From an optimization exercise on the open Yosys and OpenROAD flow, aimed at small area; shortcuts taken in it are not production practice. RTL that was checked went through simulation tests only; none was proved equivalent to the original. Power is estimated from default activity; no workload was simulated. The flow treats the clock pin as an ideal source, which a real chip does not have.

try-lagoon:
Design rv_core, start of the top module:
module rv_core (
	input  logic				i_clk,
	input  logic				i_rstn,
	output logic [32-1:0]	o_imem_addr,
	input  logic [32-1:0]	i_imem_data,
	output logic				o_dmem_re,
	output logic				o_dmem_we,
	output logic [32-1:0]	o_dmem_addr,
	output logic [32-1:0]	o_dmem_wdata,
	input  logic [32-1:0]	i_dmem_rdata,
	output logic				o_retire_valid,
	output logic [32-1:0]	o_retire_pc,
	output logic [4:0]			o_retire_rd,
	output logic				o_retire_we,
	output logic [32-1:0]	o_retire_value
);
Size: about 1100 flip-flops, ~27000 um^2 of cells after synthesis.
==> flow/config.mk <==
export PLATFORM = sky130hd
export DESIGN_NAME = rv_core
export DESIGN_NICKNAME = rv_core
export VERILOG_FILES = /design/flow/design.v
export SDC_FILE = /design/flow/constraint.sdc
export NUM_CORES = 4
export LEC_CHECK = 0
export CAP_MARGIN = 20
export CORE_MARGIN = 2
export CORE_UTILIZATION = 65
export SETUP_SLACK_MARGIN = 0.2
export SLEW_MARGIN = 20
==> flow/constraint.sdc <==
create_clock -name core_clock -period 10.0 [get_ports {i_clk}]
set_input_delay 2.0000 -clock core_clock [delete_from_list [all_inputs] [get_ports {i_clk}]]
set_output_delay 2.0000 -clock core_clock [all_outputs]
set_load 0.01 [all_outputs]
standard.sh (not shown) runs the stock make flow with config.mk's settings and CLKGATE_MAP_FILE= SYNTH_SCRIPT=/design/flow/synth_recipe.tcl, a recipe that flattens the netlist after the stock synthesis.
==> flow/flow/run.sh <==
#!/bin/bash
cp standard.sh standard_sh_copy.txt 2>/dev/null
cp config.mk config_mk_copy.txt 2>/dev/null
export BUFFER_PORTS_ARGS="-buffer_cell sky130_fd_sc_hd__buf_1"
export CTS_ARGS="-sink_clustering_enable -repair_clock_nets -dont_use_dummy_load -buf_list sky130_fd_sc_hd__clkbuf_16 -sink_clustering_size 30 -sink_clustering_max_diameter 80"
bash standard.sh > standard.log 2>&1
[inputs] try-onyx vs try-lagoon
==> flow/flow/run.sh <==
#!/bin/bash
cp standard.sh standard_sh_copy.txt 2>/dev/null
cp config.mk config_mk_copy.txt 2>/dev/null
export BUFFER_PORTS_ARGS="-buffer_cell sky130_fd_sc_hd__buf_1"
export CTS_ARGS="-sink_clustering_enable -repair_clock_nets -dont_use_dummy_load -buf_list sky130_fd_sc_hd__clkbuf_8 -sink_clustering_size 18 -sink_clustering_max_diameter 50"
bash standard.sh > standard.log 2>&1
### Flow results
Compared with try-lagoon, in try-onyx count of buffering cells on the critical path with inverters included neither gained nor lost much, clock insertion delay at the later pin of the skew report flat, via count dropped 63, routed wire length down about 3.5%. Compare try-lagoon and try-onyx | power share of the sequential group lower: try-lagoon. try-onyx against try-lagoon: buffer depth of the longest clock path held steady; worst setup slack grew by 0.050 ns. try-onyx reached the final stage; the timing, DRC and antenna checks on its layout passed. Changes observed in try-onyx relative to try-lagoon: count of TritonRoute iterations in the first routing pass went up by 1, total power went down by 2.0%, first-pass GRT wire length went down by 2700 um, length of routed met2 wiring went down by about 3.7%.
No functional check of the RTL was part of any run of this note.


Another version of the RTL of rv_core (not shown whole).
For scale: roughly 1,600 cells after synthesis, ~1,100 flip-flops, ~240 I/O pins, roughly 26,000 um2 of cells after synthesis.
export LEC_CHECK = 0
export CAP_MARGIN = 20
export CORE_MARGIN = 2
export CORE_UTILIZATION = 65
export SETUP_SLACK_MARGIN = 0.2
export SLEW_MARGIN = 20
export SYNTH_HIERARCHICAL = 1
create_clock -name core_clock -period 10.0 [get_ports {i_clk}]
==> flow/flow/run.sh <==
#!/bin/bash
export BUFFER_PORTS_ARGS="-buffer_cell sky130_fd_sc_hd__buf_1"
export CTS_ARGS="-sink_clustering_enable -repair_clock_nets -dont_use_dummy_load -buf_list sky130_fd_sc_hd__clkbuf_4 -sink_clustering_size 10 -sink_clustering_max_diameter 30"
bash standard.sh > standard.log 2>&1
Then changed:
==> flow/flow/run.sh (replaced) <==
#!/bin/bash
cp standard.sh standard_sh_copy.txt 2>/dev/null
cp config.mk config_mk_copy.txt 2>/dev/null
export BUFFER_PORTS_ARGS="-buffer_cell sky130_fd_sc_hd__buf_1"
export CTS_ARGS="-sink_clustering_enable -repair_clock_nets -dont_use_dummy_load -buf_list sky130_fd_sc_hd__clkbuf_8 -sink_clustering_size 18 -sink_clustering_max_diameter 50"
bash standard.sh > standard.log 2>&1
Routed wire length decreases by 1.2%.
Setup slack is better by 47 ps.
Clock skew decreases by 29 ps.
Count of clock-buffer cells in the layout decreases by 69.
Sequential share of layout area increases by 0.16 points.
Register-to-register slack is better by 30 ps.
Via count decreases by 3.1%.
Cell area hardly moves.
Total power decreases by 0.34%.
Then changed:
Settings changed: SYNTH_HIERARCHICAL 1 to unset.
=> Combinational power rose by 31%; hold slack loses 36 ps; area after synthesis rose by 2.1%; critical path depth fell by 5; sequential cell count stays the same; core utilization fell by 0.40 points; wire length rose by about 5.6%; setup slack gains 9.9 ps; via count rose by 8.1%.
Then changed:
==> flow/flow/run.sh (replaced) <==
#!/bin/bash
export BUFFER_PORTS_ARGS="-buffer_cell sky130_fd_sc_hd__buf_1"
export CTS_ARGS="-sink_clustering_enable -repair_clock_nets -dont_use_dummy_load -buf_list sky130_fd_sc_hd__clkbuf_8 -sink_clustering_size 20 -sink_clustering_max_diameter 40"
bash standard.sh > standard.log 2>&1
Settings changed: SYNTH_HIERARCHICAL set to 1.
Outcome: Design area fell slightly. Total power rose slightly. Utilization rose by 0.89 points.


## exp/raven
rv_core, a different RTL version from the one above (not shown whole).
For scale: about 1600 cells after synthesis, ~1100 flip-flops, roughly 240 I/O pins, ~0.026 mm² of cells after synthesis.
==> flow/config.mk <==
export PLATFORM = sky130hd
export DESIGN_NAME = rv_core
export DESIGN_NICKNAME = rv_core
export VERILOG_FILES = /design/flow/design.v
export SDC_FILE = /design/flow/constraint.sdc
export NUM_CORES = 4
export LEC_CHECK = 0
export CAP_MARGIN = 20
export CORE_MARGIN = 2
export CORE_UTILIZATION = 65
export SETUP_SLACK_MARGIN = 0.2
export SLEW_MARGIN = 20
export SYNTH_HIERARCHICAL = 1
==> flow/constraint.sdc <==
create_clock -name core_clock -period 10.0 [get_ports {i_clk}]
set_input_delay 2.0000 -clock core_clock [delete_from_list [all_inputs] [get_ports {i_clk}]]
set_output_delay 2.0000 -clock core_clock [all_outputs]
set_load 0.01 [all_outputs]
==> flow/flow/run.sh <==
#!/bin/bash
export BUFFER_PORTS_ARGS="-buffer_cell sky130_fd_sc_hd__buf_1"
export CTS_ARGS="-sink_clustering_enable -repair_clock_nets -dont_use_dummy_load -buf_list sky130_fd_sc_hd__clkbuf_8 -sink_clustering_size 20 -sink_clustering_max_diameter 60"
bash standard.sh > standard.log 2>&1
The following lists how exp/nickel was set up differently from exp/raven:
==> flow/flow/run.sh <==
#!/bin/bash
export BUFFER_PORTS_ARGS="-buffer_cell sky130_fd_sc_hd__buf_1"
export CTS_ARGS="-sink_clustering_enable -repair_clock_nets -dont_use_dummy_load -buf_list {sky130_fd_sc_hd__clkbuf_4 sky130_fd_sc_hd__clkbuf_8 sky130_fd_sc_hd__clkbuf_16} -sink_clustering_size 12 -sink_clustering_max_diameter 40"
bash standard.sh > standard.log 2>&1
[summary]
Area growth from synthesis to layout ends up lower on exp/raven.
Diff exp/raven -> exp/nickel: part of the cycle the worst path needs climbed 0.35 points, clock-buffer cell count climbed 42, die boundary height barely changed, final cell count without fillers climbed 1.9%.
The higher global-route usage of exp/nickel and exp/raven is in exp/nickel.
Power consumption grows by more than a quarter when moving from exp/raven to exp/nickel.
For exp/cedar, these inputs were changed with respect to exp/nickel:
==> flow/flow/run.sh <==
#!/bin/bash
export BUFFER_PORTS_ARGS="-buffer_cell sky130_fd_sc_hd__buf_1"
export CTS_ARGS="-sink_clustering_enable -repair_clock_nets -dont_use_dummy_load -buf_list sky130_fd_sc_hd__clkbuf_8 -sink_clustering_size 22 -sink_clustering_max_diameter 70"
bash standard.sh > standard.log 2>&1
==> comparison <==
Every stage of the flow completed for exp/cedar, and the final layout passed the timing, DRC and antenna checks.
Between exp/cedar and exp/nickel, post-layout minimum cycle time is higher for exp/nickel, exp/cedar comes in under that.
The routed wire length per instance in exp/nickel is 1.2 times that in exp/cedar.
Between exp/cedar and exp/nickel, the final worst hold slack is lower for exp/cedar.
diff inputs: exp/cedar => exp/delta
==> flow/flow/run.sh <==
#!/bin/bash
export BUFFER_PORTS_ARGS="-buffer_cell sky130_fd_sc_hd__buf_1"
export CTS_ARGS="-sink_clustering_enable -repair_clock_nets -dont_use_dummy_load -buf_list sky130_fd_sc_hd__clkbuf_8 -sink_clustering_size 18 -sink_clustering_max_diameter 50"
bash standard.sh > standard.log 2>&1
Findings:
- Timing, DRC, antenna: 0 failures across exp/delta and exp/cedar
- Across both runs, post-layout utilization of the core was higher for exp/delta than for exp/cedar.
- The first-pass GRT wire length reported for exp/delta is greater than that of exp/cedar by about 0.8%.
- On global-route usage: between exp/delta and exp/cedar, it ends up higher for exp/delta.

## port drivers added, routing unchanged
In the flow no input, the clock included, has a driving cell. The finished layouts below were timed again as built, in two steps.
Step 1 assumes that a clkbuf_16 drives the clock port and a buf_2 every other input.
Step 2 adds t to the input delays and takes it off the output delays; t is the mean of the earliest and latest rising clock arrival at the registers after step 1. Input paths then give back, and output paths get back, about the clock's delay inside the block.
a / b / c = ideal ports / drivers / drivers and shift; a / b = the first two.
run	shift t [ns]	slack for setup (ns)	hold slack, ns	worst register clock-pin slew, ns	worst data-port slew with drivers (ns)
try-lagoon	0.618	0.862 / 0.810 / 0.810	0.290 / 0.290 / 0.290	0.12 / 0.12	0.12
try-onyx	0.637	0.911 / 0.860 / 0.860	0.280 / 0.280 / 0.280	0.11 / 0.11	0.12
the first run of note 2	0.818	0.786 / 0.756 / 0.756	0.268 / 0.268 / 0.268	0.10 / 0.10	0.08
the second run of note 2	0.645	0.833 / 0.804 / 0.804	0.311 / 0.311 / 0.311	0.11 / 0.11	0.09
the third run of note 2	0.661	0.843 / 0.815 / 0.815	0.274 / 0.274 / 0.274	0.11 / 0.11	0.06
the fourth run of note 2	0.671	0.857 / 0.827 / 0.827	0.269 / 0.269 / 0.269	0.11 / 0.11	0.08
exp/raven	0.655	0.784 / 0.732 / 0.732	0.296 / 0.296 / 0.296	0.11 / 0.11	0.12
exp/nickel	0.669	0.749 / 0.709 / 0.709	0.303 / 0.303 / 0.303	0.08 / 0.08	0.13
exp/cedar	0.687	0.848 / 0.799 / 0.799	0.248 / 0.248 / 0.248	0.12 / 0.12	0.14
exp/delta	0.652	0.848 / 0.797 / 0.797	0.303 / 0.303 / 0.303	0.10 / 0.10	0.12
After both steps every run listed still meets setup and hold.
